This is an optimization exercise on Yosys and OpenROAD, whose aim is small area, a short achievable clock period and few clock cycles per item, not a production implementation. Only simulation tests tie the RTL to the original design; equivalence was not proved. Power figures rest on the tool's default switching activity, not on a simulated workload.

<file path="design/flow/config.mk">
export PLATFORM = sky130hd
export DESIGN_NAME = fc_layer_mac
export DESIGN_NICKNAME = fc_layer_mac
export VERILOG_FILES = /design/flow/design.v
export SDC_FILE = /design/flow/constraint.sdc
export NUM_CORES = 4
export LEC_CHECK = 0
export CAP_MARGIN = 20
export CORE_MARGIN = 2
export CORE_UTILIZATION = 75
export SLEW_MARGIN = 20
</file>
<file path="design/flow/constraint.sdc">
create_clock -name core_clock -period 9.0 [get_ports {clk}]
set_input_delay 1.8000 -clock core_clock [delete_from_list [all_inputs] [get_ports {clk}]]
set_output_delay 1.8000 -clock core_clock [all_outputs]
set_load 0.01 [all_outputs]
</file>
<file path="design/flow/design.v">
module fc_layer_mac #(
    parameter int IN_DIM      = 256,
    parameter int OUT_DIM     = 32,
    parameter int IN_W        = 8,
    parameter int W_W         = 8,
    parameter int ACC_W       = 32,
    parameter int OUT_SHIFT   = 7,
    parameter int BIAS_LSHIFT = 7,
    parameter int RELU        = 1,
    parameter int OUT_W       = 8,
    parameter int WA_W        = $clog2(IN_DIM * OUT_DIM),
    parameter int BA_W        = (OUT_DIM > 1) ? $clog2(OUT_DIM) : 1
) (
    input  logic                    clk,
    input  logic                    rst_n,
    input  logic                    in_valid,
    output logic                    in_ready,
    input  logic signed [IN_W-1:0]  in_data,
    output logic [WA_W-1:0]         w_addr,
    input  logic signed [W_W-1:0]   w_q,
    output logic [BA_W-1:0]         b_addr,
    input  logic signed [W_W-1:0]   b_q,
    output logic                    out_valid,
    input  logic                    out_ready,
    output logic signed [OUT_W-1:0] out_data,
    output logic [BA_W-1:0]         out_idx,
    output logic                    out_last,
    output logic                    busy
);
    localparam int CNT_W = $clog2(IN_DIM);
    localparam int SW    = 23;    
    localparam logic [CNT_W-1:0] LAST_I = CNT_W'(IN_DIM - 1);
    localparam logic [BA_W-1:0]  LAST_O = BA_W'(OUT_DIM - 1);
    logic [BA_W-1:0]  oa;         
    logic [BA_W-1:0]  ob;         
    logic [BA_W-1:0]  q;          
    logic [CNT_W-1:0] ia;         
    logic [CNT_W-1:0] ia_o;       
    logic             in_rdy;
    logic             in_rdy_o;   
    logic             z;          
    logic [3:0]             bd_one;    
    logic [3:0]             bd_two;
    logic [3:0]             bd_neg;
    logic                   pact_m;    
    logic signed [W_W-1:0]  w_r;
    logic [17:0]            ps;        
    logic [17:0]            pc;        
    logic [SW-1:0]          ring [OUT_DIM];
    logic             vec_fin;    
    logic [BA_W-1:0]  ext_idx;    
    logic             tap_match;  
    logic [1:0]       owed;       
    logic             busy_q;
    logic             ov_q;
    logic             ov_o;       
    logic [OUT_W-1:0] od_q;       
    logic [OUT_W-1:0] od_o;       
    logic [BA_W-1:0]  oi_o;       
    logic             ol_o;
    logic             busy_o;     
    logic in_fire;
    logic out_fire;
    logic take;
    logic [BA_W-1:0]  tap_nxt;
    logic [OUT_W-1:0] res;
    assign in_fire  = in_valid & in_rdy;
    assign out_fire = out_ready & ov_q;
    logic [CNT_W-1:0] ia_nxt;
    logic             in_rdy_nxt;
    assign ia_nxt     = ia + CNT_W'(q == '0 && pact_m);
    assign in_rdy_nxt = (q == BA_W'(1)) & ~vec_fin;
    logic vec_fin_nxt;
    always_comb begin
        vec_fin_nxt = vec_fin;
        if (in_fire && ia == LAST_I) begin
            vec_fin_nxt = 1'b1;
        end else if (take && ext_idx == LAST_O) begin
            vec_fin_nxt = 1'b0;
        end
    end
    always_ff @(posedge clk) begin
        oa       <= q;
        ob       <= q + BA_W'(1);
        ia_o     <= ia_nxt;
        in_rdy_o <= in_rdy_nxt;
    end
    always_ff @(posedge clk or negedge rst_n) begin
        if (!rst_n) begin
            q       <= LAST_O;
            ia      <= '0;
            in_rdy  <= 1'b0;
            z       <= 1'b0;
            pact_m  <= 1'b0;
            vec_fin <= 1'b0;
        end else begin
            q      <= q + BA_W'(1);
            in_rdy <= in_rdy_nxt;
            z      <= (ia_nxt == '0) & ~vec_fin_nxt;
            ia     <= ia_nxt;
            if (q == BA_W'(2)) begin
                pact_m <= in_fire;
            end
            vec_fin <= vec_fin_nxt;
        end
    end
    always_ff @(posedge clk) begin
        if (q == BA_W'(2)) begin
            for (int k = 0; k < 4; k++) begin
                bd_one[k] <= in_fire & (in_data[2*k] ^ ((k == 0) ? 1'b0 : in_data[2*k-1]));
                bd_two[k] <= in_fire & ((in_data[2*k+1] & ~in_data[2*k] & ~((k == 0) ? 1'b0 : in_data[2*k-1]))
                           | (~in_data[2*k+1] & in_data[2*k] & ((k == 0) ? 1'b0 : in_data[2*k-1])));
                bd_neg[k] <= in_fire & in_data[2*k+1] & ~(in_data[2*k] & ((k == 0) ? 1'b0 : in_data[2*k-1]));
            end
        end
    end
    function automatic logic [9:0] brow(input logic one, input logic two,
                                        input logic neg, input logic act,
                                        input logic signed [7:0] w);
        logic [9:0] m;
        m = one ? {{2{w[7]}}, w} : two ? {w[7], w, 1'b0} : 10'd0;
        m = m ^ {10{neg}};
        brow = {~m[9] & act, m[8:0]};
    endfunction
    logic [9:0] r0, r1, r2, r3;
    assign r0 = brow(bd_one[0], bd_two[0], bd_neg[0], pact_m, w_r);
    assign r1 = brow(bd_one[1], bd_two[1], bd_neg[1], pact_m, w_r);
    assign r2 = brow(bd_one[2], bd_two[2], bd_neg[2], pact_m, w_r);
    assign r3 = brow(bd_one[3], bd_two[3], bd_neg[3], pact_m, w_r);
    logic [17:0] x0, x1, x2, x3, s1, c1, s2, c2, s3, c3;
    assign x0 = {8'd0, r0};
    assign x1 = {6'd0, r1, 1'b0, bd_neg[0]};
    assign x2 = {4'd0, r2, 1'b0, bd_neg[1], 2'd0};
    assign x3 = {2'd0, r3, 1'b0, bd_neg[2], 4'd0};
    assign s1 = x0 ^ x1 ^ x2;
    assign c1 = {(x0[16:0] & x1[16:0]) | (x0[16:0] & x2[16:0]) | (x1[16:0] & x2[16:0]), 1'b0};
    assign s2 = s1 ^ c1 ^ x3;
    assign c2 = {(s1[16:0] & c1[16:0]) | (s1[16:0] & x3[16:0]) | (c1[16:0] & x3[16:0]), 1'b0};
    assign s3 = {s2[17:7] ^ c2[17:7], s2[6] ^ c2[6] ^ bd_neg[3], s2[5:0]};
    assign c3 = {(s2[16:7] & c2[16:7]),
                 (s2[6] & c2[6]) | (s2[6] & bd_neg[3]) | (c2[6] & bd_neg[3]),
                 1'b0, c2[5:0]};
    always_ff @(posedge clk) begin
        w_r <= w_q;
        ps  <= s3;
        pc  <= c3;
    end
    always_ff @(posedge clk) begin
        ring[0] <= ring[OUT_DIM-1] + SW'(ps) + SW'(pc);
        for (int k = 1; k < OUT_DIM; k++) begin
            if (k != OUT_DIM - 3) begin
                ring[k] <= ring[k-1];
            end
        end
        if (z) begin
            ring[OUT_DIM-3] <= {8'd43, ~b_q[W_W-1], b_q[W_W-2:0], {BIAS_LSHIFT{1'b0}}};
        end else begin
            ring[OUT_DIM-3] <= ring[OUT_DIM-4];
        end
    end
    always_comb begin
        if (ring[0][SW-1]) begin
            res = {1'b0, {(OUT_W-1){1'b1}}};
        end else if (&ring[0][SW-2:OUT_SHIFT+OUT_W-1]) begin
            res = {1'b0, ring[0][OUT_SHIFT+OUT_W-2:OUT_SHIFT]};
        end else begin
            res = '0;
        end
    end
    assign take = vec_fin & tap_match & (~ov_q | out_ready);
    always_ff @(posedge clk) begin
        ov_o <= take | (ov_q & ~out_ready);
    end
    assign tap_nxt = q - 5'd4;
    always_ff @(posedge clk or negedge rst_n) begin
        if (!rst_n) begin
            ext_idx   <= '0;
            tap_match <= 1'b0;
            ov_q      <= 1'b0;
            owed      <= 2'd0;
            busy_q    <= 1'b0;
        end else begin
            if (take) begin
                ext_idx <= ext_idx + BA_W'(1);
            end
            tap_match <= take | (tap_nxt == ext_idx);
            if (take) begin
                ov_q <= 1'b1;
            end else if (out_ready) begin
                ov_q <= 1'b0;
            end
            owed   <= owed_nxt;
            busy_q <= busy_nxt;
        end
    end
    logic [1:0] owed_nxt;
    logic       busy_nxt;
    always_comb begin
        owed_nxt = owed;
        busy_nxt = busy_q;
        case ({in_fire & (ia == LAST_I), out_fire & (ext_idx == '0)})
            2'b10: begin owed_nxt = owed + 2'd1; busy_nxt = 1'b1; end
            2'b01: begin owed_nxt = owed - 2'd1; busy_nxt = (owed != 2'd1); end
            default: ;
        endcase
    end
    always_ff @(posedge clk) begin
        if (take) begin
            od_q <= ~res;
        end
    end
    always_ff @(posedge clk) begin
        od_o   <= take ? res : ~od_q;
        oi_o   <= take ? ext_idx : ext_idx - BA_W'(1);
        ol_o   <= take ? (ext_idx == LAST_O) : (ext_idx == '0);
        busy_o <= busy_nxt;
    end
    assign in_ready  = in_rdy_o;
    assign w_addr    = {oa, ia_o};
    assign b_addr    = ob;
    assign out_valid = ov_o;
    assign out_data  = od_o;
    assign out_idx   = oi_o;
    assign out_last  = ol_o;
    assign busy      = busy_o;
endmodule
</file>
<file path="design/flow/flow/run.sh">
#!/bin/bash
# Own layout flow: the standard ORFS flow (standard.sh), unchanged
# synthesis, with extra ORFS make variables, one per line, from
# flow/knobs.txt (timing-repair target, clock-tree clustering, port buffer
# cell). ORFS keeps each tool's log under orfs/logs; make's own output goes
# to run_standard.log in this folder.
set -euo pipefail
mapfile -t KNOBS < <(grep -v '^#' flow/knobs.txt | grep -v '^[[:space:]]*$')
bash standard.sh "${KNOBS[@]}" finish > run_standard.log 2>&1
</file>
<file path="design/flow/flow/knobs.txt">
SETUP_SLACK_MARGIN=6.20
CTS_CLUSTER_SIZE=30
CTS_CLUSTER_DIAMETER=80
BUFFER_PORTS_ARGS=-buffer_cell sky130_fd_sc_hd__buf_2
</file>
<file path="design/flow/standard.sh">
#!/bin/bash
# synth_recipe.tcl (not shown) runs the flow's synth.tcl, then flattens the netlist and writes it again
# the make line also repeats each setting of config.mk as NAME=value (left out here)
make -C /OpenROAD-flow-scripts/flow DESIGN_CONFIG=/design/flow/config.mk WORK_HOME=/design/flow/orfs CLKGATE_MAP_FILE= SYNTH_SCRIPT=/design/flow/synth_recipe.tcl "${@:-finish}"
</file>
==> notes.md, run 1 <==
Crit path buffers/inverters=1; clock root buffer=clkbuf_16; max incr delay on CP=380 ps; input/output buffers=61; RSZ-0062 raised after global routing=true; slowest CP cell=dfxtp_2; status=no timing/DRC/antenna violations; post-route ant nets=0; syn_area_per_cell=15.6 µm²; n_diodes=0; Final Hold Viols=0; part of the power in registers=67.6%; Non-Filler Instances=1812; Vias=9120; Die Height=172 µm; Worst Hold End=ring[3][17]; CP Max Fanout=1; largest net degree at the start of global routing=32; Yosys cell types=59; number of global-route vias before repair=9582; global route total overflow=0; switch share=24.1%; cell family with most CP delay=flip-flops; Final Cycle Share=31.5%; antenna violations before repair=0; Synth Register Bits=852; # fillers=1316; Setup crit end kind=output pin; min cycle time layout=2840 ps; Max Root-Sink Buffers=3; Final Max Slew Viols=0; ys flop type=dfxtp_1; WL final=35.2 mm; CP required=7200 ps; area of the multi-input gates=0.00355 mm²; global-route wire length before repair=52.6 mm; max cap viols=0; die area=0.0295 mm²; Layout area overhead=9.18%; Pleak=9.75 nW; Clock transition at path regs=110 ps; Top Ports=63; WP data arrival=1040 ps; DR vias/cell=5.03; Synth area leaders=dfxtp_1, ha_1, edfxtp_1, fa_1, dfrtp_1; internal power=0.00590 W; CTS buffer count=34; hold buffers post-CTS=0; Core ar.=0.0278 mm²; asr flop ratio synth=3.17%; Logic pwr share=9.3%; Startpoint Class=flop; post-synth top area share=76.4%; f_max=352 MHz; power per cell area=337 mW/mm²; critical path, cell by cell=buf_6; Pre-antenna DRT Iters=7; YS warnings=2; worst r2r dst=z; hold depth=0; DR DRC count=0; Setup Viol. Count Final=0; insertion delay to the later sink of the worst-skew pair=550 ps; Syn Nets=1460; starting density of the core=76.0%; GRT Total Usage=23.7%; share of layout cells above drive strength 1=12.3%; Commonest cells post-synth=dfxtp_1, nand2_1, ha_1; final core occ=83.0%; Post-synth EDFFs=19; worst-margin pin slew=714 ps; Synth Instances=1351; R2R Setup Slk=6210 ps; dpl cells=1766; Final #Nets=1536; 1st-iter DRT viols=614; Final TNS setup=0 ps; row cnt=61; Cell Area, Synth=0.0211 mm²; clock power share=23.1%; Power Total=0.00777 W; H-tree level count=2; max_slew headroom=52.2%; r2r worst-path depth=9; HPWL Detailed=19.1 mm; Sink Count=852; sequential fraction of the synthesis area=82.4%; reg-to-reg startpoint=q[2]; hold path startpoint=ring[2][17]; HP Class=reg2reg; worst setup path category=reg2out; Final GP Congestion=0.816; CTS tree=built; Yosys top cell by area=dfxtp_1; Sw Pwr=0.00187 W; Die Span X=172 µm; WL/cell=19.4 µm; most frequent cell after synthesis=dfxtp_1; register area=0.0174 mm²; clk_skew=15.7 ps; peak supply drop=0.000308 V
per-layer routing:
layer	part of all wire (%)	track usage, %	vias up	routed length (µm)
met4	2.8	7.09	0	991
li1	-	-	4420	-
met2	51	41.4	214	17900
met1	43	30.8	4425	15000
met5	0	0	-	0
met3	3.7	3.75	61	1290
what timing repair did:
| item | 4_1_cts | 5_1_grt |
|---|---|---|
| pin swaps | 0 | 5 |
| resized for setup | 29 | 42 |
| buffers inserted | 0 | 3 |
| endpoints found under the setup margin | 36 | 48 |
registers in the layout, indices dropped and copies added (netlist names), 2 cells and up:
signal,cells
oa,5
bd_one,4
ob,5
bd_two,4
ring,736
w_r,8
od_q,7
ia,8
oi_o,5
owed,2
ia_o,8
pc,12
od_o,7
q,5
ps,16
ext_idx,5
bd_neg,4
per-stage QoR:
stage	setup slack, ps	hold slack, ps	area (µm²)
after global placement	5870	310	21800
after global routing	6100	332	23000
after CTS	6140	327	22900
after detailed placement	5790	312	21800
final	6160	323	23000
after floorplan	6170	310	21100
final cells by class:
cell class                 instances  share of cell area [%]
tap                              378                    2.05
clock inverter                     3                   0.212
inverter                          38                   0.641
sequential                       852                    75.6
timing repair buffer              65                    2.21
multi-input combinational        436                    15.4
clock buffer                      40                    3.88
worst max-delay path by stage:
stage | cells after the start | slack (ps) | start | endpoint
3_5_place_dp | 8 | 5790 | out_ready | z
5_1_grt | 9 | 6100 | q[2] | z
4_1_cts | 1 | 6140 | od_o[2] | out_data[2]
3_3_place_gp | 8 | 5870 | out_ready | z
6_report | 1 | 6160 | od_o[2] | out_data[2]
2_1_floorplan | 7 | 6170 | out_ready | z
cell families (layout without fill, tap and decap cells):
| family | Yosys count | count (layout) | synth area share [%] |
|---|---|---|---|
| DFF | 852 | 852 | 82.4 |
| xor gates and xnor gates | 76 | 76 | 3.15 |
| buffers and inverters | 63 | 146 | 1.18 |
| other | 1 | 1 | 0.0178 |
| adders and majority gates | 81 | 81 | 5.80 |
| AOI/OAI and AO/OA | 98 | 98 | 2.83 |
| muxes | 17 | 17 | 0.853 |
| and+or+nand+nor | 163 | 163 | 3.80 |
power by group through the flow:
| stage | logic (W) | registers, W | clock network (W) |
|---|---|---|---|
| after CTS | 0.000681 | 0.00527 | 0.00181 |
| after floorplan | 0.000497 | 0.00511 | 0 |
| final | 0.000722 | 0.00525 | 0.00180 |
| after detailed placement | 0.000643 | 0.00528 | 0 |
| after global routing | 0.000792 | 0.00533 | 0.00195 |
| after global placement | 0.000624 | 0.00522 | 0 |
cells in the final DEF, fill, tap and decap left out, types with 28 or more instances in the layout:
master     netlist  layout
dfxtp_2          0      29
xnor2_1         46      46
nand2_1         72      71
buf_2            3      33
inv_1           36      35
a21oi_1         31      28
xor2_1          30      30
clkbuf_16        0      35
buf_6            0      28
ha_1            53      51
dfxtp_1        806     777
Testbench counts, summed over its fixed seeds: cycles 262,968, vectors 32.
==> run 2, diff against run 1 <==
==> design/flow/flow/knobs.txt (replaced) <==
SETUP_SLACK_MARGIN=6.20
CTS_CLUSTER_SIZE=25
CTS_CLUSTER_DIAMETER=60
BUFFER_PORTS_ARGS=-buffer_cell sky130_fd_sc_hd__buf_2
--- a/design/flow/config.mk
+++ b/design/flow/config.mk
@@ -7,5 +7,5 @@
 export LEC_CHECK = 0
 export CAP_MARGIN = 20
 export CORE_MARGIN = 2
-export CORE_UTILIZATION = 75
+export CORE_UTILIZATION = 60
 export SLEW_MARGIN = 20
==> run 2 against run 1 <==
Against the previous run: clock power grew 12%; critical path depth unchanged; non-clock buffer count grew 2; utilization down 15 points; via count shrank 5.2%; maximum frequency hardly changed; die area grew 24%; total power is 0.51% higher; final cell count increased by 5.1%; first-iteration DRC count shrank 51%; combinational power is 11% lower; critical path type unchanged; largest cell class unchanged.
==> notes.md, run 2 <==
Final GP Congestion=0.782; Die Height=192 µm; global-route wire length before repair=42.9 mm; starting density of the core=61.0%; Layout area overhead=10.8%; worst slack at placement=5830 ps; top layer in use=met4; syn_area_per_cell=15.6 µm²; r2r worst-path depth=10; YS warnings=2; critical path, cell by cell=buf_6; Routed met2 length=11.0 mm; Post-synth EDFFs=19; Top Ports=63; DR vias/cell=4.54; max incr delay on CP=360 ps; Metal-1 WL=13.9 mm; cell area after layout=0.0234 mm²; post-synth top area share=76.4%; Setup Viol. Count Final=0; commonest non-fill, non-tap cell in the layout=dfxtp_1; slowest CP cell=dfxtp_2; f_max=352 MHz; Final Cycle Share=31.6%; Syn Nets=1460; share of layout cells above drive strength 1=12.4%; GRT Total Usage=15.0%; HP Class=reg2reg; Clock transition at path regs=90 ps; WL final=26.7 mm; Core ar.=0.0346 mm²; min cycle time layout=2840 ps; post-route ant nets=0; Worst Hold End=ring[20][22]; RSZ-0062 raised after global routing=true; H-tree level count=2; Vias=8645; input/output buffers=61; Sink Count=852; worst-margin pin slew=656 ps; Final #Nets=1545; reg-to-reg startpoint=ps[2]; peak supply drop=0.000266 V; Crit path buffers/inverters=1; global route total overflow=0; hold depth=0; Commonest cells post-synth=dfxtp_1, nand2_1, ha_1; max_slew headroom=56.1%; WP data arrival=1040 ps; CTS tree=built; Max Root-Sink Buffers=3; Synth Register Bits=852; Final Max Slew Viols=0; CP Max Fanout=1; max reg flops=736; metal3 WL=1.16 mm; Yosys top cell by area=dfxtp_1; cell family with most CP delay=flip-flops; hold path startpoint=ring[19][22]; DR DRC count=0; clock root buffer=clkbuf_16; Final WS setup=6160 ps; die area=0.0367 mm²; asr flop ratio synth=3.17%; Die Span X=192 µm; 1st-iter DRT viols=302; insertion delay to the later sink of the worst-skew pair=580 ps; most frequent cells in the layout=dfxtp_1, nand2_1, ha_1; final hold slack=321 ps; Pre-antenna DRT Iters=4; HPWL Detailed=16.5 mm; worst setup path category=reg2out; Top Registers=ring: 736 flops, ps: 16 flops, pc: 12 flops; final core occ=67.6%; ys flop type=dfxtp_1; status=no timing/DRC/antenna violations; Cell Area, Synth=0.0211 mm²; WL/cell=14.0 µm; clk_skew=13.7 ps; most frequent cell after synthesis=dfxtp_1; Yosys cell types=59; Reg with most FFs=ring; CTS buffer count=41; antenna violations before repair=0; max cap viols=0; Startpoint Class=flop; Final Hold Viols=0; worst r2r dst=ring[0][21]; largest net degree at the start of global routing=28; Final TNS setup=0 ps; row cnt=68; R2R Setup Slk=6310 ps; Post-DP Area=0.0219 mm²; power per cell area=334 mW/mm²; sequential fraction of the synthesis area=82.4%; Pleak=9.90 nW; Synth Instances=1351; hold buffers post-CTS=0; number of global-route vias before repair=8527; CP required=7200 ps; Synth area leaders=dfxtp_1, ha_1, edfxtp_1, fa_1, dfrtp_1; Setup crit end kind=output pin
run 2: layout make-up:
type                    instances  area, µm²
repair buffers                 67        513
inverters                      38        148
diodes                          1       2.50
multi-input cells             436       3510
flip-flops and latches        852      17400
fillers                      2408      11200
well taps                     455        569
clock inverters                 8        151
clock buffers                  48       1080
run 2: per-stage QoR:
stage	power, W	instances
detailed placement	0.00587	1843
finish	0.00781	1905
CTS	0.00791	1901
floorplan	0.00560	1351
global placement	0.00585	1843
global route	0.00821	1904
run 2: worst max path at each step:
stage                       end  depth (start not counted)      start
CTS                        busy                          1     busy_o
global route        out_data[3]                          1    od_o[3]
floorplan                     z                          7  out_ready
detailed placement            z                          8  out_ready
finish              out_data[3]                          1    od_o[3]
global placement              z                          8  out_ready
run 2: cell families (layout without fill, tap and decap cells):
| logic type | count (synthesis) | count (layout) | synth area share [%] |
|---|---|---|---|
| AO/OA/AOI/OAI | 98 | 98 | 2.83 |
| XOR/XNOR | 76 | 76 | 3.15 |
| adder cells (fa/ha/maj) | 81 | 81 | 5.80 |
| buffers and inverters | 63 | 161 | 1.18 |
| flip-flops | 852 | 852 | 82.4 |
| multiplexers | 17 | 17 | 0.853 |
| other | 1 | 2 | 0.0178 |
| AND/OR/NAND/NOR | 163 | 163 | 3.80 |
run 2: layer usage:
metal,up-vias,track usage [%]
li1,4457,-
met2,120,22.0
met1,4029,21.9
met5,-,0
met4,0,5.47
met3,39,3.54
run 2: worst reg2reg max path, delay by kind of cell, from the launching register on:
| family | cells | cell delay [ps] |
|---|---|---|
| fa+ha+maj | 2 | 1030 |
| compound gates | 5 | 1020 |
| flops | 1 | 310 |
| xor+xnor | 1 | 140 |
| buf+inv | 2 | 120 |
run 2: power by group:
group	internal [W]	total (W)	switching, W
logic	0.000275	0.000639	0.000363
registers	0.00487	0.00515	0.000277
clock network	0.000933	0.00202	0.00109
run 2: what timing repair did:
item                       CTS  global route
setup buffers                2             3
setup endpoints to repair   36            37
gates resized for setup     19            38
==> run 3, diff against run 2 <==
==> design/flow/flow/knobs.txt (replaced) <==
SETUP_SLACK_MARGIN=6.20
CTS_CLUSTER_SIZE=35
CTS_CLUSTER_DIAMETER=70
BUFFER_PORTS_ARGS=-buffer_cell sky130_fd_sc_hd__buf_2
==> run 3 against run 2 <==
Against the previous run: still clean; sequential share of layout area is 0.43 points higher; clock power is 6% lower; worst hold slack worse by 4.1 ps; register-to-register slack hardly changed; global-route usage is 0.40 points lower; largest cell class unchanged.
==> notes.md, run 3 <==
status=no timing/DRC/antenna violations; HPWL Detailed=16.5 mm; post-route ant nets=0; DR DRC count=0; reg-to-reg startpoint=ps[2]; r2r worst-path depth=10; final core occ=67.2%; Setup crit end kind=output pin; Synth Area in XOR/XNOR=3.15%; starting density of the core=61.0%; Commonest cells post-synth=dfxtp_1, nand2_1, ha_1; RSZ-0062 raised after global routing=true; GRT Total Usage=14.6%; critical path, cell by cell=buf_6; Top Ports=63; Final Max Slew Viols=0; ys flop type=dfxtp_1; power per cell area=330 mW/mm²; post-synth top area share=76.4%; HP Class=reg2reg; largest family of logic cells by synthesized area=adder cells; hold depth=0; worst r2r dst=ring[0][21]; CTS buffer count=34; Pre-antenna DRT Iters=4; Die Height=192 µm; Pleak=9.83 nW; commonest non-fill, non-tap cell in the layout=dfxtp_1; Final TNS setup=0 ps; worst-margin pin slew=678 ps; Layout area overhead=10.2%; sequential fraction of the synthesis area=82.4%; Synth Register Bits=852; Clock transition at path regs=110 ps; largest net degree at the start of global routing=37; insertion delay to the later sink of the worst-skew pair=550 ps; n_diodes=0; Final #Nets=1538; antenna violations before repair=0; Yosys top cell by area=dfxtp_1; Post-Synth Simple-Gate Area=3.80%; most frequent cell after synthesis=dfxtp_1; syn_area_per_cell=15.6 µm²; die area=0.0367 mm²; H-tree level count=2; input/output buffers=61; Die Span X=192 µm; asr flop ratio synth=3.17%; hold path startpoint=ring[24][12]; f_max=355 MHz; Vias=8643; Synth area leaders=dfxtp_1, ha_1, edfxtp_1, fa_1, dfrtp_1; min cycle time layout=2820 ps; top layer in use=met4; 1st-iter DRT viols=275; DR vias/cell=4.55; Power Total=0.00767 W; Startpoint Class=flop; Routed met2 length=10.9 mm; Compound-Gate Fraction of Synth Area=2.83%; Reg with most FFs=ring; max_slew headroom=54.6%; most frequent cells in the layout=dfxtp_1, nand2_1, ha_1; max incr delay on CP=350 ps; Synth Instances=1351; Crit path buffers/inverters=1; Worst Hold End=ring[25][12]; CTS tree=built; max reg flops=736; clk_skew=24.5 ps; share of layout cells above drive strength 1=12.3%; CP required=7200 ps; Syn Nets=1460; WL/cell=13.8 µm; Cell Area, Synth=0.0211 mm²; Top Registers=ring: 736 flops, ps: 16 flops, pc: 12 flops; WL final=26.3 mm; metal3 WL=1.08 mm; number of global-route vias before repair=8386; global-route wire length before repair=42.3 mm; cell family with most CP delay=flip-flops; worst setup path category=reg2out; Final Cycle Share=31.3%; Core ar.=0.0346 mm²; Sink Count=852; global route total overflow=0; WP data arrival=1020 ps; clock root buffer=clkbuf_16; peak supply drop=0.000248 V; max cap viols=0; Metal-1 WL=13.8 mm; Synth Area in Adders=5.80%; CP Depth=1; Final Hold Viols=0; Setup Viol. Count Final=0; Final GP Congestion=0.782; Max Root-Sink Buffers=3; row cnt=68; Yosys cell types=59; YS warnings=2; Post-synth EDFFs=19; R2R Setup Slk=6320 ps; CP Max Fanout=1; slowest CP cell=dfxtp_2; mux cell area share after synthesis=0.853%
==> run 3: through the flow <==
| step | worst slack (ps) | area (µm²) | hold slack (ps) | std cells |
|---|---|---|---|---|
| 5_1_grt | 6140 | 23300 | 321 | 1901 |
| 3_5_place_dp | 5830 | 21900 | 312 | 1843 |
| 6_report | 6180 | 23300 | 317 | 1901 |
| 3_3_place_gp | 5860 | 21900 | 310 | 1843 |
| 2_1_floorplan | 6170 | 21100 | 310 | 1351 |
| 4_1_cts | 6160 | 23100 | 316 | 1898 |
==> run 3: cell families (layout without fill, tap and decap cells) <==
| family | after synthesis | in the layout |
|---|---|---|
| flip-flops | 852 | 852 |
| AND/OR/NAND/NOR | 163 | 163 |
| XOR/XNOR | 76 | 76 |
| AO/OA/AOI/OAI | 98 | 98 |
| other | 1 | 1 |
| adder cells (fa/ha/maj) | 81 | 81 |
| multiplexers | 17 | 17 |
| buffers and inverters | 63 | 158 |
==> run 3: cell type report <==
type,count,area (µm²)
clock buffers,39,891
clock inverters,14,211
well taps,455,569
flip-flops and latches,852,17400
fillers,2420,11400
multi-input cells,436,3510
repair buffers,67,513
inverters,38,148
==> run 3: how the worst max path moves through the flow <==
stage | start | to | slack [ps]
final | od_o[3] | out_data[3] | 6180
after global routing | od_o[3] | out_data[3] | 6140
after CTS | od_o[3] | out_data[3] | 6160
after detailed placement | out_ready | z | 5830
after global placement | out_ready | z | 5860
after floorplan | out_ready | z | 6170
==> run 3: routing by layer <==
metal,vias to the layer above,global-route usage (%)
met2,108,21.5
met3,38,2.80
li1,4444,-
met5,-,0
met1,4053,22.1
met4,0,4.32
==> run 3: power by group <==
part           leakage, nW  total (W)  internal (W)  switching [W]
sequential            7.21    0.00515       0.00487       0.000277
clock                0.533    0.00189      0.000791        0.00110
combinational         2.08   0.000637      0.000275       0.000362
==> run 3: what timing repair did <==
item                       4_1_cts  5_1_grt
resized for setup               20       38
setup buffers                    2        3
hold buffers                     0        0
setup endpoints to repair       31       38
==> run 4, diff against run 3 <==
==> design/flow/flow/knobs.txt (replaced) <==
SETUP_SLACK_MARGIN=6.20
CTS_CLUSTER_SIZE=30
CTS_CLUSTER_DIAMETER=80
BUFFER_PORTS_ARGS=-buffer_cell sky130_fd_sc_hd__buf_2
CTS_BUF_DISTANCE=300
==> run 4 against run 3 <==
Against the previous run: critical path type unchanged; routed wire length about the same; largest cell class unchanged; worst hold slack better by 9.3 ps; still clean on timing, DRC and antenna; first-iteration DRC count up 8.0%; global-route usage is essentially flat; cell area fell by 0.65%; highest routed layer unchanged; critical path depth unchanged; largest power group unchanged; worst setup slack about the same; clock power is 6% lower; area after synthesis stayed put.
==> notes.md, run 4 <==
worst slack at placement=5830 ps; Final Hold Viols=0; R2R Setup Slk=6320 ps; antenna violations before repair=0; largest net degree at the start of global routing=32; WP data arrival=1020 ps; Post-synth EDFFs=19; Top Registers=ring: 736 flops, ps: 16 flops, pc: 12 flops; commonest non-fill, non-tap cell in the layout=dfxtp_1; starting density of the core=61.0%; CTS tree=built; Vias=8617; cell family with most CP delay=flip-flops; slowest CP cell=dfxtp_2; hold path startpoint=ring[7][7]; clock root buffer=clkbuf_16; global-route wire length before repair=42.4 mm; DR DRC count=0; power per cell area=327 mW/mm²; asr flop ratio synth=3.17%; max incr delay on CP=370 ps; die area=0.0367 mm²; sequential fraction of the synthesis area=82.4%; Die Height=192 µm; Pleak=9.77 nW; min cycle time layout=2820 ps; input/output buffers=61; Startpoint Class=flop; worst-margin pin slew=698 ps; most frequent cells in the layout=dfxtp_1, nand2_1, ha_1; post-synth top area share=76.4%; Final Cycle Share=31.3%; GRT Total Usage=14.6%; max reg flops=736; hold buffers post-CTS=0; post-route ant nets=0; CP Max Fanout=1; number of global-route vias before repair=8385; max_slew headroom=53.3%; Die Span X=192 µm; Top Ports=63; critical path, cell by cell=buf_6; f_max=355 MHz; most frequent cell after synthesis=dfxtp_1; Setup crit end kind=output pin; Crit path buffers/inverters=1; worst r2r dst=ps[6]; clk_skew=21.7 ps; WL/cell=13.9 µm; Synth Register Bits=852; global route total overflow=0; Worst Hold End=ring[8][7]; syn_area_per_cell=15.6 µm²; max cap viols=0; status=no timing/DRC/antenna violations; Yosys top cell by area=dfxtp_1; Final TNS setup=0 ps; row cnt=68; worst setup path category=reg2out; Clock transition at path regs=110 ps; n_diodes=0; HP Class=reg2reg; Pre-antenna DRT Iters=4; Yosys cell types=59; YS warnings=2; Setup Viol. Count Final=0; Synth area leaders=dfxtp_1, ha_1, edfxtp_1, fa_1, dfrtp_1; Sink Count=852; Layout area overhead=9.45%; HPWL Detailed=16.5 mm; Final GP Congestion=0.782; ys flop type=dfxtp_1; Max Root-Sink Buffers=3; r2r worst-path depth=7; RSZ-0062 raised after global routing=true; Syn Nets=1460; peak supply drop=0.000251 V; Reg with most FFs=ring; H-tree level count=2; reg-to-reg startpoint=bd_one[0]; Final Max Slew Viols=0; 1st-iter DRT viols=297; Core ar.=0.0346 mm²; Final WS setup=6180 ps; Final #Nets=1539; Cell Area, Synth=0.0211 mm²; CTS buffer count=35; CP required=7200 ps; DR vias/cell=4.55; insertion delay to the later sink of the worst-skew pair=540 ps; share of layout cells above drive strength 1=11.8%; Commonest cells post-synth=dfxtp_1, nand2_1, ha_1; hold depth=0; WL final=26.3 mm; Synth Instances=1351
## run 4: cell types whose count changed in the layout (fill, tap and decap cells not counted)
cell / before / now
a22oi_1: 7 / 8
a22oi_2: 1 / 0
bufinv_16: 1 / 0
clkinv_16: 1 / 0
clkinv_2: 2 / 0
clkinv_4: 1 / 2
clkinv_8: 2 / 0
clkinvlp_4: 1 / 0
inv_12: 2 / 1
inv_16: 2 / 0
inv_8: 1 / 2
## run 4: worst max-delay path by stage
stage,cells past startpoint,endpoint,slack [ps],startpoint
4_1_cts,1,busy,6170,busy_o
2_1_floorplan,7,z,6170,out_ready
3_3_place_gp,8,z,5860,out_ready
5_1_grt,1,busy,6140,busy_o
3_5_place_dp,8,z,5830,out_ready
6_report,1,busy,6180,busy_o
## run 4: per-stage QoR
step / util [%] / cell area [µm²] / cells / total power [W] / hold WS (ps)
finish: 66.7 / 23100 / 1893 / 0.00755 / 326
global route: 66.7 / 23100 / 1893 / 0.00794 / 326
CTS: 66.3 / 22900 / 1890 / 0.00765 / 327
detailed placement: 63.3 / 21900 / 1843 / 0.00587 / 312
global placement: 63.3 / 21900 / 1843 / 0.00585 / 310
floorplan: - / 21100 / 1351 / 0.00560 / 310
## run 4: report_power, final
| part | total (W) | internal, W | switching [W] |
|---|---|---|---|
| registers | 0.00515 | 0.00487 | 0.000276 |
| logic | 0.000637 | 0.000275 | 0.000362 |
| clock network | 0.00177 | 0.000730 | 0.00104 |
## run 4: metal layers
layer	GRT usage, %	part of all wire [%]	vias to the layer above
met1	22.0	53	4024
met2	21.6	41	107
li1	-	-	4450
met3	3.01	3.9	36
met4	3.82	1.7	0
met5	0	0	-
## run 4: layout make-up
type	instances	area (µm²)
repair buffers	67	513
well taps	455	569
fillers	2435	11500
clock buffers	39	891
inverters	38	148
flip-flops and latches	852	17400
clock inverters	6	65.1
multi-input cells	436	3500
## run 4: worst register-to-register path, stage by stage, from the launching register on
cell	delay (ps)
edfxtp_1	470
buf_4	190
a22oi_1	190
xor2_1	120
fa_1	550
inv_1	60
fa_1	560
fa_1	410
## run 4: timing repair
| item | in CTS | in global routing |
|---|---|---|
| setup endpoints to repair | 35 | 37 |
| cloned | 0 | 0 |
| gates resized for setup | 19 | 37 |
| setup buffers | 2 | 3 |
## run 4: logic make-up (layout without fill, tap and decap cells)
kind of cell	count (synthesis)	after routing	synth area share, %
mux	17	17	0.853
flops	852	852	82.4
buf+inv	63	150	1.18
other cells	1	1	0.0178
fa+ha+maj	81	81	5.80
xor+xnor	76	76	3.15
simple gates	163	163	3.80
compound gates	98	98	2.83
==> run 5, diff against run 4 <==
==> design/flow/flow/knobs.txt (replaced) <==
SETUP_SLACK_MARGIN=6.20
CTS_CLUSTER_SIZE=30
CTS_CLUSTER_DIAMETER=80
BUFFER_PORTS_ARGS=-buffer_cell sky130_fd_sc_hd__buf_2
==> run 5 against run 4 <==
Against the previous run: clock skew unchanged; maximum frequency did not move; area after synthesis is the same; routed wire length unchanged; critical path type unchanged; via count unchanged; largest power group unchanged; sequential share of layout area did not move; non-clock buffer count stayed put; cell area unchanged; global-route usage unchanged; register-to-register slack hardly changed; count of clock-buffer cells in the layout stayed put.
==> notes.md, run 5 <==
max incr delay on CP=370 ps; CP Depth=1; input/output buffers=61; HP Class=reg2reg; HPWL Detailed=16.5 mm; RSZ-0062 raised after global routing=true; Top Registers=ring: 736 flops, ps: 16 flops, pc: 12 flops; slowest CP cell=dfxtp_2; 1st-iter DRT viols=297; dpl cells=1843; die area=0.0367 mm²; max_slew headroom=53.3%; CTS buffer count=35; Synth area leaders=dfxtp_1, ha_1, edfxtp_1, fa_1, dfrtp_1; sequential fraction of the synthesis area=82.4%; peak supply drop=0.000251 V; min cycle time layout=2820 ps; antenna violations before repair=0; global-route wire length before repair=42.4 mm; Cell Area, Synth=0.0211 mm²; Startpoint Class=flop; Reg with most FFs=ring; power per cell area=327 mW/mm²; critical path, cell by cell=buf_6; cell area after layout=0.0231 mm²; syn_area_per_cell=15.6 µm²; H-tree level count=2; Final TNS setup=0 ps; WP data arrival=1020 ps; Pre-antenna DRT Iters=4; register area=0.0174 mm²; WL final=26.3 mm; Final Hold Viols=0; Synth Instances=1351; Max Root-Sink Buffers=3; starting density of the core=61.0%; largest net degree at the start of global routing=32; hold depth=0; Top Ports=63; worst setup path category=reg2out; worst slack at placement=5830 ps; max reg flops=736; insertion delay to the later sink of the worst-skew pair=540 ps; Die Height=192 µm; Yosys top cell by area=dfxtp_1; status=no timing/DRC/antenna violations; post-synth top area share=76.4%; Final Cycle Share=31.3%; f_max=355 MHz; Synth Register Bits=852; max cap viols=0; Setup crit end kind=output pin; Clock transition at path regs=110 ps; asr flop ratio synth=3.17%; row cnt=68; clk_skew=21.7 ps; n_diodes=0; Crit path buffers/inverters=1; # fillers=2435; Commonest cells post-synth=dfxtp_1, nand2_1, ha_1; CP Max Fanout=1; clock root buffer=clkbuf_16; ys flop type=dfxtp_1; most frequent cell after synthesis=dfxtp_1; DR vias/cell=4.55; Vias=8617; Post-synth EDFFs=19; Pleak=9.77 nW; commonest non-fill, non-tap cell in the layout=dfxtp_1; Final Max Slew Viols=0; number of global-route vias before repair=8385; worst-margin pin slew=698 ps; YS warnings=2; CTS tree=built; DR DRC count=0; Sink Count=852; Non-Filler Instances=1893; Final #Nets=1539; Post-DP Area=0.0219 mm²; CP required=7200 ps; Final GP Congestion=0.782; Final WS setup=6180 ps; share of layout cells above drive strength 1=11.8%; GRT Total Usage=14.6%; Syn Nets=1460; cell family with most CP delay=flip-flops; WL/cell=13.9 µm; Die Span X=192 µm; post-route ant nets=0; Yosys cell types=59; r2r worst-path depth=7; most frequent cells in the layout=dfxtp_1, nand2_1, ha_1; Core ar.=0.0346 mm²; Layout area overhead=9.45%; global route total overflow=0; area of the multi-input gates=0.00350 mm²; Setup Viol. Count Final=0
run 5: cell counts in the layout (fill, tap and decap cells not counted):
Identical to the previous run, type by type.
run 5: where the power goes:
| group | total, W | switching (W) | leakage [nW] | internal [W] |
|---|---|---|---|---|
| clock network | 0.00177 | 0.00104 | 0.469 | 0.000730 |
| logic | 0.000637 | 0.000362 | 2.08 | 0.000275 |
| registers | 0.00515 | 0.000276 | 7.21 | 0.00487 |
| total | 0.00755 | 0.00168 | 9.77 | 0.00587 |
run 5: final cells by class:
cell class,instances,area share (%)
flip-flops and latches,852,75.4
multi-input cells,436,15.2
clock buffers,39,3.86
well taps,455,2.46
repair buffers,67,2.22
inverters,38,0.639
clock inverters,6,0.282
run 5: worst paths after layout:
kind	startpoint	to	slack [ps]
min in group asynchronous	rst_n	ia[0]	1260
max in group asynchronous	rst_n	ext_idx[4]	7320
hold reg to reg	ring[7][7]	ring[8][7]	330
hold / removal	ring[7][7]	ring[8][7]	330
setup / recovery	busy_o	busy	6180
setup reg to reg	bd_one[0]	ps[6]	6320
run 5: cell families after synthesis:
| family | count (synthesis) | share of synthesized area, % |
|---|---|---|
| xor gates and xnor gates | 76 | 3.15 |
| and+or+nand+nor | 163 | 3.80 |
| buffers and inverters | 63 | 1.18 |
| DFF | 852 | 82.4 |
| muxes | 17 | 0.853 |
| other | 1 | 0.0178 |
| AOI/OAI and AO/OA | 98 | 2.83 |
| adders and majority gates | 81 | 5.80 |
run 5: metal layers:
| layer | vias up | GRT usage (%) | wire, µm |
|---|---|---|---|
| met5 | - | 0 | 0 |
| met4 | 0 | 3.82 | 459 |
| met3 | 36 | 3.01 | 1020 |
| met2 | 107 | 21.6 | 10800 |
| met1 | 4024 | 22.0 | 14000 |
| li1 | 4450 | - | - |
run 5: repair_timing:
item	CTS	global route
cloned	0	0
buffers inserted	2	3
endpoints found under the hold margin	0	0
endpoints found under the setup margin	35	37
hold buffers	0	0
pin swaps	0	0
gates resized for setup	19	37
run 5: stage by stage:
step	hold WS [ps]	power [W]	util [%]
6_report	326	0.00755	66.7
3_3_place_gp	310	0.00585	63.3
2_1_floorplan	310	0.00560	-
3_5_place_dp	312	0.00587	63.3
5_1_grt	326	0.00794	66.7
4_1_cts	327	0.00765	66.3
==> run 6, diff against run 5 <==
==> design/flow/flow/knobs.txt (replaced) <==
SETUP_SLACK_MARGIN=6.25
CTS_CLUSTER_SIZE=30
CTS_CLUSTER_DIAMETER=80
BUFFER_PORTS_ARGS=-buffer_cell sky130_fd_sc_hd__buf_2
==> run 6 against run 5 <==
Against the previous run: via count is 1.3% higher; total power is 1.5% higher; worst setup slack better by 10 ps; critical path depth stayed put; count of clock-buffer cells in the layout is 2 higher; routed wire length is 0.44% higher; maximum frequency is 0.37% higher; worst hold slack hardly changed; final cell count is 0.69% higher; utilization is 0.48 points higher; non-clock buffer count is 8 higher; critical path type unchanged.
==> notes.md, run 6 <==
status=no timing/DRC/antenna violations; internal power=0.00595 W; clock root buffer=clkbuf_16; WP data arrival=1010 ps; asr flop ratio synth=3.17%; Setup crit end kind=output pin; final core occ=67.2%; DR DRC count=0; # fillers=2465; Final #Nets=1548; max reg flops=736; Pleak=9.86 nW; syn_area_per_cell=15.6 µm²; CTS tree=built; Crit path buffers/inverters=1; share of layout cells above drive strength 1=12.7%; Post-DP Area=0.0219 mm²; input/output buffers=61; largest family of logic cells by synthesized area=adder cells; Compound-Gate Fraction of Synth Area=2.83%; switch share=22.4%; Pre-antenna DRT Iters=5; Clock transition at path regs=100 ps; global-route wire length before repair=42.8 mm; post-route ant nets=0; HP Class=reg2reg; Cell Area, Synth=0.0211 mm²; max cap viols=0; sequential fraction of the synthesis area=82.4%; part of the power in registers=67.2%; Syn Nets=1460; Sink Count=852; Commonest cells post-synth=dfxtp_1, nand2_1, ha_1; Synth area leaders=dfxtp_1, ha_1, edfxtp_1, fa_1, dfrtp_1; number of global-route vias before repair=8304; n_diodes=0; post-synth top area share=76.4%; Yosys cell types=59; clk_skew=15.4 ps; WL/cell=13.8 µm; Logic pwr share=8.4%; Layout area overhead=10.2%; global route total overflow=0; Sw Pwr=0.00172 W; WL final=26.4 mm; Reg with most FFs=ring; cell family with most CP delay=flip-flops; Final Hold Viols=0; cell area after layout=0.0233 mm²; max_slew headroom=55.5%; critical path, cell by cell=buf_6; Die Span X=192 µm; Final Max Slew Viols=0; min cycle time layout=2810 ps; most frequent cells in the layout=dfxtp_1, nand2_1, ha_1; H-tree level count=2; row cnt=68; starting density of the core=61.0%; CP required=7200 ps; CP Max Fanout=1; power per cell area=329 mW/mm²; Vias=8727; HPWL Detailed=16.6 mm; slowest CP cell=dfxtp_2; Startpoint Class=flop; RSZ-0062 raised after global routing=true; worst setup path category=reg2out; Synth Area in XOR/XNOR=3.15%; Synth Area in Adders=5.80%; Synth Instances=1351; die area=0.0367 mm²; commonest non-fill, non-tap cell in the layout=dfxtp_1; DR vias/cell=4.58; Yosys top cell by area=dfxtp_1; GRT Total Usage=14.8%; insertion delay to the later sink of the worst-skew pair=540 ps; 1st-iter DRT viols=374; Setup Viol. Count Final=0; ys flop type=dfxtp_1; Power Total=0.00767 W; largest net degree at the start of global routing=32; Core ar.=0.0346 mm²; clock power share=24.5%; Synth Register Bits=852; max incr delay on CP=350 ps; CTS buffer count=36; Post-Synth Simple-Gate Area=3.80%; mux cell area share after synthesis=0.853%; f_max=356 MHz; antenna violations before repair=0; worst-margin pin slew=665 ps; YS warnings=2; peak supply drop=0.000289 V; Max Root-Sink Buffers=3; most frequent cell after synthesis=dfxtp_1; R2R Setup Slk=6340 ps; Die Height=192 µm; Top Registers=ring: 736 flops, ps: 16 flops, pc: 12 flops; Final TNS setup=0 ps; Post-synth EDFFs=19; Final Cycle Share=31.2%; Top Ports=63; Final GP Congestion=0.795
[run 6: cell counts after synthesis]
Identical to the previous run, type by type.
[run 6: final timing paths]
| path | cells past startpoint | end | start |
|---|---|---|---|
| hold / removal | 0 | ring[12][7] | ring[11][7] |
| max in group asynchronous | 1 | z | rst_n |
| setup / recovery | 1 | out_data[5] | od_o[5] |
| min in group asynchronous | 1 | ext_idx[2] | rst_n |
| hold reg to reg | 0 | ring[12][7] | ring[11][7] |
| setup reg to reg | 7 | ps[6] | bd_one[0] |
[run 6: cell families after synthesis]
logic type      count (synthesis)
compound gates                 98
xor+xnor                       76
fa+ha+maj                      81
other cells                     1
simple gates                  163
mux                            17
flops                         852
buf+inv                        63
[run 6: timing repair]
item	CTS	global route
gates resized for setup	23	30
setup buffers	2	11
hold buffers	0	0
pin swaps	0	2
setup endpoints to repair	37	43
[run 6: routing by layer]
layer | vias up | GRT usage, % | wire length [µm]
li1 | 4452 | - | -
met2 | 115 | 21.8 | 11100
met4 | 0 | 3.96 | 473
met5 | - | 0 | 0
met1 | 4124 | 22.2 | 13700
met3 | 36 | 3.14 | 1140
[run 6: cell type report]
type / instances / area, µm² / area share [%]
sequential: 852 / 17400 / 74.8
multi-input combinational: 436 / 3500 / 15.0
clock buffer: 41 / 972 / 4.18
tap: 455 / 569 / 2.45
timing repair buffer: 75 / 554 / 2.38
inverter: 38 / 148 / 0.634
clock inverter: 9 / 110 / 0.473
[run 6: metrics by stage]
| stage | std cells | hold slack, ps | worst slack (ps) |
|---|---|---|---|
| 2_1_floorplan | 1351 | 310 | 6170 |
| 3_3_place_gp | 1843 | 310 | 5860 |
| 3_5_place_dp | 1843 | 312 | 5800 |
| 4_1_cts | 1895 | 325 | 6170 |
| 5_1_grt | 1906 | 332 | 6150 |
| 6_report | 1906 | 327 | 6190 |
[run 6: power groups by stage]
stage          registers [W]  logic (W)  clock network, W
3_5_place_dp         0.00525   0.000630                 0
4_1_cts              0.00518   0.000645           0.00194
3_3_place_gp         0.00522   0.000633                 0
5_1_grt              0.00526   0.000730           0.00208
6_report             0.00515   0.000642           0.00188
2_1_floorplan        0.00511   0.000497                 0
==> run 7, diff against run 6 <==
==> design/flow/flow/knobs.txt (replaced) <==
SETUP_SLACK_MARGIN=6.10
CTS_CLUSTER_SIZE=30
CTS_CLUSTER_DIAMETER=80
BUFFER_PORTS_ARGS=-buffer_cell sky130_fd_sc_hd__buf_2
==> run 7 against run 6 <==
Against the previous run: critical endpoint is now out_data[0]; total power down 0.33%; clock power is essentially flat; routed wire length rose by 0.41%; sequential share of layout area is 0.95 points higher; maximum frequency shrank 1.0%.
==> notes.md, run 7 <==
status=no timing/DRC/antenna violations; global-route wire length before repair=43.3 mm; most frequent cell after synthesis=dfxtp_1; Final GP Congestion=0.797; syn_area_per_cell=15.6 µm²; final core occ=66.3%; asr flop ratio synth=3.17%; post-synth top area share=76.4%; Final TNS setup=0 ps; min cycle time layout=2840 ps; Max Root-Sink Buffers=3; 1st-iter DRT viols=283; Layout area overhead=8.69%; Synth area leaders=dfxtp_1, ha_1, edfxtp_1, fa_1, dfrtp_1; peak supply drop=0.000230 V; max incr delay on CP=350 ps; Top Registers=ring: 736 flops, ps: 16 flops, pc: 12 flops; HPWL Detailed=16.8 mm; worst setup path category=reg2out; Final Max Slew Viols=0; WP data arrival=1040 ps; Final #Nets=1535; max reg flops=736; Reg with most FFs=ring; worst-margin pin slew=663 ps; most frequent cells in the layout=dfxtp_1, nand2_1, buf_2; Sink Count=852; Core ar.=0.0346 mm²; Cell Area, Synth=0.0211 mm²; Startpoint Class=flop; WL final=26.5 mm; hold buffers post-CTS=0; n_diodes=0; Pleak=9.75 nW; slowest CP cell=dfxtp_1; antenna violations before repair=0; Syn Nets=1460; # fillers=2465; max cap viols=0; Logic pwr share=8.3%; post-route ant nets=0; Yosys top cell by area=dfxtp_1; max_slew headroom=55.7%; HP Class=reg2reg; Die Span X=192 µm; Die Height=192 µm; clock power share=24.2%; Commonest cells post-synth=dfxtp_1, nand2_1, ha_1; Synth Register Bits=852; Synth Instances=1351; ys flop type=dfxtp_1; Yosys cell types=59; clk_skew=11.8 ps; Top Ports=63; Vias=8616; Setup Viol. Count Final=0; largest net degree at the start of global routing=32; H-tree level count=2; switch share=22.2%; cell family with most CP delay=flip-flops; input/output buffers=61; f_max=353 MHz; Pre-antenna DRT Iters=4; Final Hold Viols=0; Setup crit end kind=output pin; GRT Total Usage=14.9%; DR DRC count=0; Post-synth EDFFs=19; commonest non-fill, non-tap cell in the layout=dfxtp_1; part of the power in registers=67.4%; CTS tree=built; share of layout cells above drive strength 1=9.96%; internal power=0.00594 W; CTS buffer count=35; insertion delay to the later sink of the worst-skew pair=550 ps; power per cell area=333 mW/mm²; Final Cycle Share=31.5%; starting density of the core=61.0%; row cnt=68; critical path, cell by cell=buf_2; sequential fraction of the synthesis area=82.4%; CP required=7200 ps; RSZ-0062 raised after global routing=false; Clock transition at path regs=100 ps; dpl cells=1843; CP Max Fanout=1; DR vias/cell=4.56; clock root buffer=clkbuf_16; number of global-route vias before repair=8703; WL/cell=14.0 µm; Crit path buffers/inverters=1; die area=0.0367 mm²; Non-Filler Instances=1891; Sw Pwr=0.00170 W; global route total overflow=0; YS warnings=2
[run 7: cell types whose count changed in the layout (fill, tap and decap cells not counted), sizes merged]
| cell | previous run | this run |
|---|---|---|
| clkinvlp | 1 | 0 |
| buf | 75 | 63 |
| clkbuf | 41 | 40 |
| bufinv | 0 | 1 |
| clkinv | 3 | 1 |
[run 7: cell families after synthesis]
kind of cell | synth area share [%]
adder cells (fa/ha/maj) | 5.80
buffers and inverters | 1.18
flip-flops | 82.4
AO/OA/AOI/OAI | 2.83
AND/OR/NAND/NOR | 3.80
XOR/XNOR | 3.15
multiplexers | 0.853
other | 0.0178
[run 7: power by group through the flow]
stage	Combinational, W	Sequential, W	Clock, W
4_1_cts	0.000640	0.00518	0.00192
3_3_place_gp	0.000635	0.00522	0
6_report	0.000636	0.00515	0.00185
3_5_place_dp	0.000627	0.00525	0
2_1_floorplan	0.000497	0.00511	0
5_1_grt	0.000716	0.00527	0.00205
[run 7: path summary, 6_finish.rpt]
check	from	slack, ps	depth (start not counted)	endpoint
worst min register to register	ring[6][5]	330	0	ring[7][5]
max in group asynchronous	rst_n	7320	1	ov_q
worst max-delay path	od_o[0]	6160	1	out_data[0]
min in group asynchronous	rst_n	1260	1	ia[5]
worst min-delay path	ring[6][5]	330	0	ring[7][5]
worst max register to register	bd_one[0]	6280	7	ps[6]
[run 7: through the flow]
stage | setup slack (ps) | cell area [µm²] | hold WS [ps] | total power (W)
floorplan | 6110 | 21100 | 310 | 0.00560
global placement | 5680 | 21900 | 310 | 0.00585
detailed placement | 5600 | 21900 | 312 | 0.00587
CTS | 6110 | 22900 | 325 | 0.00774
global route | 6100 | 22900 | 330 | 0.00803
finish | 6160 | 22900 | 329 | 0.00764
[run 7: what timing repair did]
action	in CTS	in global routing
resized for setup	0	6
buffers inserted	0	1
endpoints found under the setup margin	0	7
[run 7: routing by layer]
layer,up-vias,GRT usage (%),part of all wire [%]
li1,4425,-,-
met3,39,3.42,4.3
met4,0,5.38,2.6
met1,4037,21.5,52
met5,-,0,0
met2,115,22.3,41
[run 7: layout make-up]
| cell class | instances | area [µm²] | area share, % |
|---|---|---|---|
| Clock buffer | 40 | 937 | 4.08 |
| Clock inverter | 7 | 104 | 0.453 |
| Inverter | 38 | 145 | 0.633 |
| Multi-Input combinational cell | 436 | 3480 | 15.2 |
| Sequential cell | 852 | 17400 | 75.8 |
| Tap cell | 455 | 569 | 2.48 |
| Timing Repair Buffer | 63 | 320 | 1.40 |
==> run 8, diff against run 7 <==
==> design/flow/flow/knobs.txt (replaced) <==
SETUP_SLACK_MARGIN=6.20
CTS_CLUSTER_SIZE=30
CTS_CLUSTER_DIAMETER=80
BUFFER_PORTS_ARGS=-buffer_cell sky130_fd_sc_hd__buf_2
CTS_ARGS=-sink_clustering_enable -repair_clock_nets -sink_clustering_size 30 -sink_clustering_max_diameter 80 -num_static_layers 1
==> run 8 against run 7 <==
Against the previous run: routed wire length decreased by 0.51%; sequential cell count unchanged; still clean on timing, DRC and antenna; combinational power about the same; non-clock buffer count increased by 9.
==> notes.md, run 8 <==
Die Height=192 µm; worst setup path category=reg2out; HP Class=reg2reg; Startpoint Class=flop; Synth Register Bits=852; peak supply drop=0.000249 V; slowest CP cell=dfxtp_2; share of layout cells above drive strength 1=12.1%; global route total overflow=0; Synth area leaders=dfxtp_1, ha_1, edfxtp_1, fa_1, dfrtp_1; max reg flops=736; sequential fraction of the synthesis area=82.4%; ys flop type=dfxtp_1; H-tree level count=2; commonest non-fill, non-tap cell in the layout=dfxtp_1; Yosys cell types=59; post-route ant nets=0; area of the multi-input gates=0.00351 mm²; Setup Viol. Count Final=0; Cell Area, Synth=0.0211 mm²; Clock transition at path regs=110 ps; row cnt=68; Final Max Slew Viols=0; DR DRC count=0; Setup crit end kind=output pin; HPWL Detailed=16.5 mm; Vias=8634; status=no timing/DRC/antenna violations; Pleak=9.79 nW; Final WS setup=6170 ps; CTS buffer count=35; GRT Total Usage=14.7%; Commonest cells post-synth=dfxtp_1, nand2_1, ha_1; Synth Instances=1351; power per cell area=326 mW/mm²; starting density of the core=61.0%; most frequent cells in the layout=dfxtp_1, nand2_1, ha_1; Final TNS setup=0 ps; Core ar.=0.0346 mm²; Pre-antenna DRT Iters=4; antenna violations before repair=0; Post-Synth Simple-Gate Area=3.80%; Post-synth EDFFs=19; Final #Nets=1544; Die Span X=192 µm; YS warnings=2; Crit path buffers/inverters=1; f_max=354 MHz; clock root buffer=clkbuf_16; global-route wire length before repair=42.5 mm; asr flop ratio synth=3.17%; Final Hold Viols=0; Final GP Congestion=0.782; Final Cycle Share=31.4%; RSZ-0062 raised after global routing=true; Synth Area in Adders=5.80%; # fillers=2439; Syn Nets=1460; worst-margin pin slew=664 ps; critical path, cell by cell=buf_6; WL/cell=13.9 µm; post-synth top area share=76.4%; Compound-Gate Fraction of Synth Area=2.83%; Top Registers=ring: 736 flops, ps: 16 flops, pc: 12 flops; worst slack at placement=5830 ps; max incr delay on CP=370 ps; largest net degree at the start of global routing=32; die area=0.0367 mm²; 1st-iter DRT viols=332; cell family with most CP delay=flip-flops; Sink Count=852; min cycle time layout=2830 ps; WL final=26.4 mm; mux cell area share after synthesis=0.853%; Max Root-Sink Buffers=3; CP required=7200 ps; clk_skew=20.3 ps; Yosys top cell by area=dfxtp_1; max cap viols=0; Layout area overhead=9.65%; DR vias/cell=4.55; input/output buffers=61; register area=0.0174 mm²; Reg with most FFs=ring; insertion delay to the later sink of the worst-skew pair=550 ps; Top Ports=63; WP data arrival=1030 ps; CTS tree=built; max_slew headroom=55.5%; syn_area_per_cell=15.6 µm²; CP Max Fanout=1; number of global-route vias before repair=8399; largest family of logic cells by synthesized area=adder cells; n_diodes=0; most frequent cell after synthesis=dfxtp_1; Synth Area in XOR/XNOR=3.15%
## run 8: kinds of logic (layout without fill, tap and decap cells)
kind of cell	Yosys count	count (layout)
compound gates	98	98
simple gates	163	163
fa+ha+maj	81	81
mux	17	17
flops	852	852
xor+xnor	76	76
other cells	1	1
buf+inv	63	155
## run 8: layout make-up
type | instances | area share [%]
multi-input cells | 436 | 15.1
flip-flops and latches | 852 | 75.3
well taps | 455 | 2.46
repair buffers | 72 | 2.38
inverters | 38 | 0.638
clock buffers | 39 | 3.85
clock inverters | 6 | 0.281
## run 8: repair_timing
item / in CTS / in global routing
hold buffers: 0 / 0
resized for setup: 19 / 38
setup buffers: 2 / 8
gates cloned: 0 / 0
setup endpoints to repair: 36 / 37
## run 8: worst paths after layout
check / from / endpoint / slack [ps] / cells past startpoint
worst max-delay path: busy_o / busy / 6170 / 1
worst min-delay path: ring[7][7] / ring[8][7] / 330 / 0
worst max register to register: ps[2] / ring[0][21] / 6310 / 10
worst min register to register: ring[7][7] / ring[8][7] / 330 / 0
max in group asynchronous: rst_n / ext_idx[3] / 7330 / 1
min in group asynchronous: rst_n / ia[0] / 1260 / 1
## run 8: report_power, final
part,switching (W),leakage [nW],internal [W]
Clock,0.00104,0.469,0.000730
Sequential,0.000276,7.21,0.00487
Combinational,0.000362,2.11,0.000275
Total,0.00168,9.79,0.00587
## run 8: layer usage
metal	GRT usage (%)	wire [µm]
met4	4.29	524
met1	22.0	13900
met5	0	0
met3	3.00	1040
met2	21.6	10900
## run 8: stage by stage
stage / utilization, % / hold WS [ps] / std cells / instance area [µm²] / total power [W]
2_1_floorplan: - / 310 / 1351 / 21100 / 0.00560
3_3_place_gp: 63.3 / 310 / 1843 / 21900 / 0.00585
3_5_place_dp: 63.3 / 312 / 1843 / 21900 / 0.00587
4_1_cts: 66.3 / 327 / 1890 / 22900 / 0.00765
5_1_grt: 66.9 / 326 / 1898 / 23100 / 0.00794
6_report: 66.9 / 326 / 1898 / 23100 / 0.00756
==> run 9, diff against run 8 <==
==> design/flow/flow/knobs.txt (replaced) <==
SETUP_SLACK_MARGIN=6.27
CTS_CLUSTER_SIZE=30
CTS_CLUSTER_DIAMETER=80
BUFFER_PORTS_ARGS=-buffer_cell sky130_fd_sc_hd__buf_2
CTS_ARGS=-sink_clustering_enable -repair_clock_nets -sink_clustering_size 30 -sink_clustering_max_diameter 80 -dont_use_dummy_load
==> run 9 against run 8 <==
Against the previous run: still clean; critical path depth unchanged; sequential power barely moved; cell area is 0.16% lower; total power shrank 0.46%; final cell count shrank 0.32%; combinational power is 2% higher; routed wire length up 0.19%; area after synthesis unchanged; register-to-register slack improved by 30 ps; critical path type unchanged.
==> notes.md, run 9 <==
YS warnings=2; Pre-antenna DRT Iters=4; syn_area_per_cell=15.6 µm²; post-synth top area share=76.4%; max reg flops=736; reg-to-reg startpoint=q[2]; Final TNS setup=0 ps; Startpoint Class=flop; final core occ=66.7%; most frequent cell after synthesis=dfxtp_1; Synth area leaders=dfxtp_1, ha_1, edfxtp_1, fa_1, dfrtp_1; CTS tree=built; CP Depth=1; clock root buffer=clkbuf_16; CP required=7200 ps; antenna violations before repair=0; Sink Count=852; cell family with most CP delay=flip-flops; Clock transition at path regs=100 ps; Final Cycle Share=31.0%; Reg with most FFs=ring; Die Height=192 µm; f_max=358 MHz; status=no timing/DRC/antenna violations; hold depth=0; post-route ant nets=0; Worst Hold End=ring[3][0]; row cnt=68; WL/cell=14.0 µm; Yosys cell types=59; Pleak=9.78 nW; CTS buffer count=36; largest net degree at the start of global routing=31; clk_skew=68.2 ps; WP data arrival=990 ps; commonest non-fill, non-tap cell in the layout=dfxtp_1; RSZ-0062 raised after global routing=true; Final Max Slew Viols=0; Post-synth EDFFs=19; most frequent cells in the layout=dfxtp_1, nand2_1, ha_1; Cell Area, Synth=0.0211 mm²; power per cell area=325 mW/mm²; peak supply drop=0.000289 V; min cycle time layout=2790 ps; max_slew headroom=57.0%; sequential fraction of the synthesis area=82.4%; number of global-route vias before repair=8285; Syn Nets=1460; Max Root-Sink Buffers=3; Vias=8716; HPWL Detailed=16.6 mm; HP Class=reg2reg; Layout area overhead=9.48%; DR vias/cell=4.61; hold path startpoint=ring[2][0]; WL final=26.4 mm; worst setup path category=reg2out; worst r2r dst=z; ys flop type=dfxtp_1; Synth Register Bits=852; global-route wire length before repair=42.5 mm; Setup crit end kind=output pin; DR DRC count=0; Die Span X=192 µm; die area=0.0367 mm²; Crit path buffers/inverters=1; insertion delay to the later sink of the worst-skew pair=540 ps; max cap viols=0; 1st-iter DRT viols=342; Top Registers=ring: 736 flops, ps: 16 flops, pc: 12 flops; n_diodes=0; worst-margin pin slew=645 ps; critical path, cell by cell=buf_6; slowest CP cell=dfxtp_2; Commonest cells post-synth=dfxtp_1, nand2_1, ha_1; GRT Total Usage=14.7%; hold buffers post-CTS=0; r2r worst-path depth=9; Final Hold Viols=0; CP Max Fanout=1; input/output buffers=61; R2R Setup Slk=6340 ps; starting density of the core=61.0%; Top Ports=63; final hold slack=293 ps; Final GP Congestion=0.795; Synth Instances=1351; global route total overflow=0; max incr delay on CP=340 ps; asr flop ratio synth=3.17%; Final #Nets=1548; H-tree level count=2; Core ar.=0.0346 mm²; # fillers=2481; share of layout cells above drive strength 1=12.1%; Yosys top cell by area=dfxtp_1; Setup Viol. Count Final=0
[run 9: cell families (layout without fill, tap and decap cells)]
logic type               Yosys count  after routing  synth area share, %
AO/OA/AOI/OAI                     98             98                 2.83
multiplexers                      17             17                0.853
flip-flops                       852            852                 82.4
XOR/XNOR                          76             76                 3.15
buffers and inverters             63            149                 1.18
other                              1              1               0.0178
AND/OR/NAND/NOR                  163            163                 3.80
adder cells (fa/ha/maj)           81             81                 5.80
[run 9: metrics by stage]
stage	cells	setup slack, ps	power, W	cell area (µm²)
2_1_floorplan	1351	6170	0.00560	21100
3_3_place_gp	1843	5860	0.00585	21900
3_5_place_dp	1843	5800	0.00588	21900
4_1_cts	1881	6180	0.00761	22900
5_1_grt	1892	6170	0.00791	23100
6_report	1892	6210	0.00752	23100
[run 9: cell type report]
class	count	area, µm²	share of cell area (%)
Sequential cell	852	17400	75.4
Clock buffer	36	901	3.90
Inverter	38	148	0.639
Timing Repair Buffer	75	564	2.44
Multi-Input combinational cell	436	3510	15.2
Tap cell	455	569	2.46
[run 9: how the worst max path moves through the flow]
stage                          from          end
after CTS                   od_o[3]  out_data[3]
after detailed placement  out_ready            z
final                       od_o[5]  out_data[5]
after global placement    out_ready            z
after floorplan           out_ready            z
after global routing           q[2]            z
[run 9: per-layer routing]
metal | track usage (%) | share of wire, % | vias to the layer above
li1 | - | - | 4433
met3 | 3.01 | 4.0 | 36
met2 | 21.9 | 42 | 105
met5 | 0 | 0 | -
met1 | 21.9 | 52 | 4142
met4 | 3.91 | 2.0 | 0
[run 9: worst register-to-register path: stages, from the launching register on]
cell	delay, ps
dfstp_2	580
inv_1	70
ha_1	200
nor2b_1	150
and3_1	210
ha_1	220
ha_1	230
xor2_1	180
or4_1	460
nor4_2	230
[run 9: repair_timing]
item / CTS / global route
pin swaps: 0 / 4
setup endpoints to repair: 37 / 45
resized for setup: 23 / 34
endpoints found under the hold margin: 0 / 0
setup buffers: 2 / 11
[run 9: power by group]
part           switching (W)  leakage, nW  internal, W  total, W
clock                0.00100        0.444     0.000722   0.00172
combinational       0.000368         2.12     0.000280  0.000648
sequential          0.000279         7.21      0.00487   0.00515

## separate check: timing with driven ports
Ports are ideal in the flow. The routed layouts listed here were re-timed in OpenROAD. Step 1 sets driving cells, clkbuf_16 on the clock port and buf_2 on the other inputs (assumed; they add their load-dependent delay and slew). Step 2 times the ports against the registers' clock, not the clock port: input delays grow and output delays shrink by t, the midpoint of the rising clock arrivals with the driver on. a / b / c = no drivers / after step 1 / after step 2; a / b = the first two.
run | shift t [ns] | setup slack, ns | hold WS [ns] | worst setup path after step 2 | cell pins on the clock port's net
run 1 | 0.599 | 6.161 / 6.109 / 5.692 | 0.323 / 0.323 / 0.323 | input to register | 1
run 2 | 0.628 | 6.159 / 6.106 / 5.815 | 0.321 / 0.321 / 0.321 | input to register | 1
run 3 | 0.594 | 6.182 / 6.126 / 5.809 | 0.317 / 0.317 / 0.317 | input to register | 1
run 4 | 0.588 | 6.182 / 6.127 / 5.828 | 0.326 / 0.326 / 0.326 | input to register | 1
run 5 | 0.588 | 6.182 / 6.127 / 5.828 | 0.326 / 0.326 / 0.326 | input to register | 1
run 6 | 0.592 | 6.193 / 6.138 / 5.809 | 0.327 / 0.327 / 0.327 | input to register | 1
run 7 | 0.605 | 6.163 / 6.106 / 5.671 | 0.329 / 0.329 / 0.329 | input to register | 1
run 8 | 0.593 | 6.174 / 6.119 / 5.826 | 0.326 / 0.326 / 0.326 | input to register | 1
run 9 | 0.567 | 6.209 / 6.153 / 5.781 | 0.293 / 0.293 / 0.293 | input to register | 1
After both steps setup and hold are still met in every run listed. The setup slack of run 7, which loses most, moves by -0.057 ns with the drivers and by -0.492 ns with both steps.
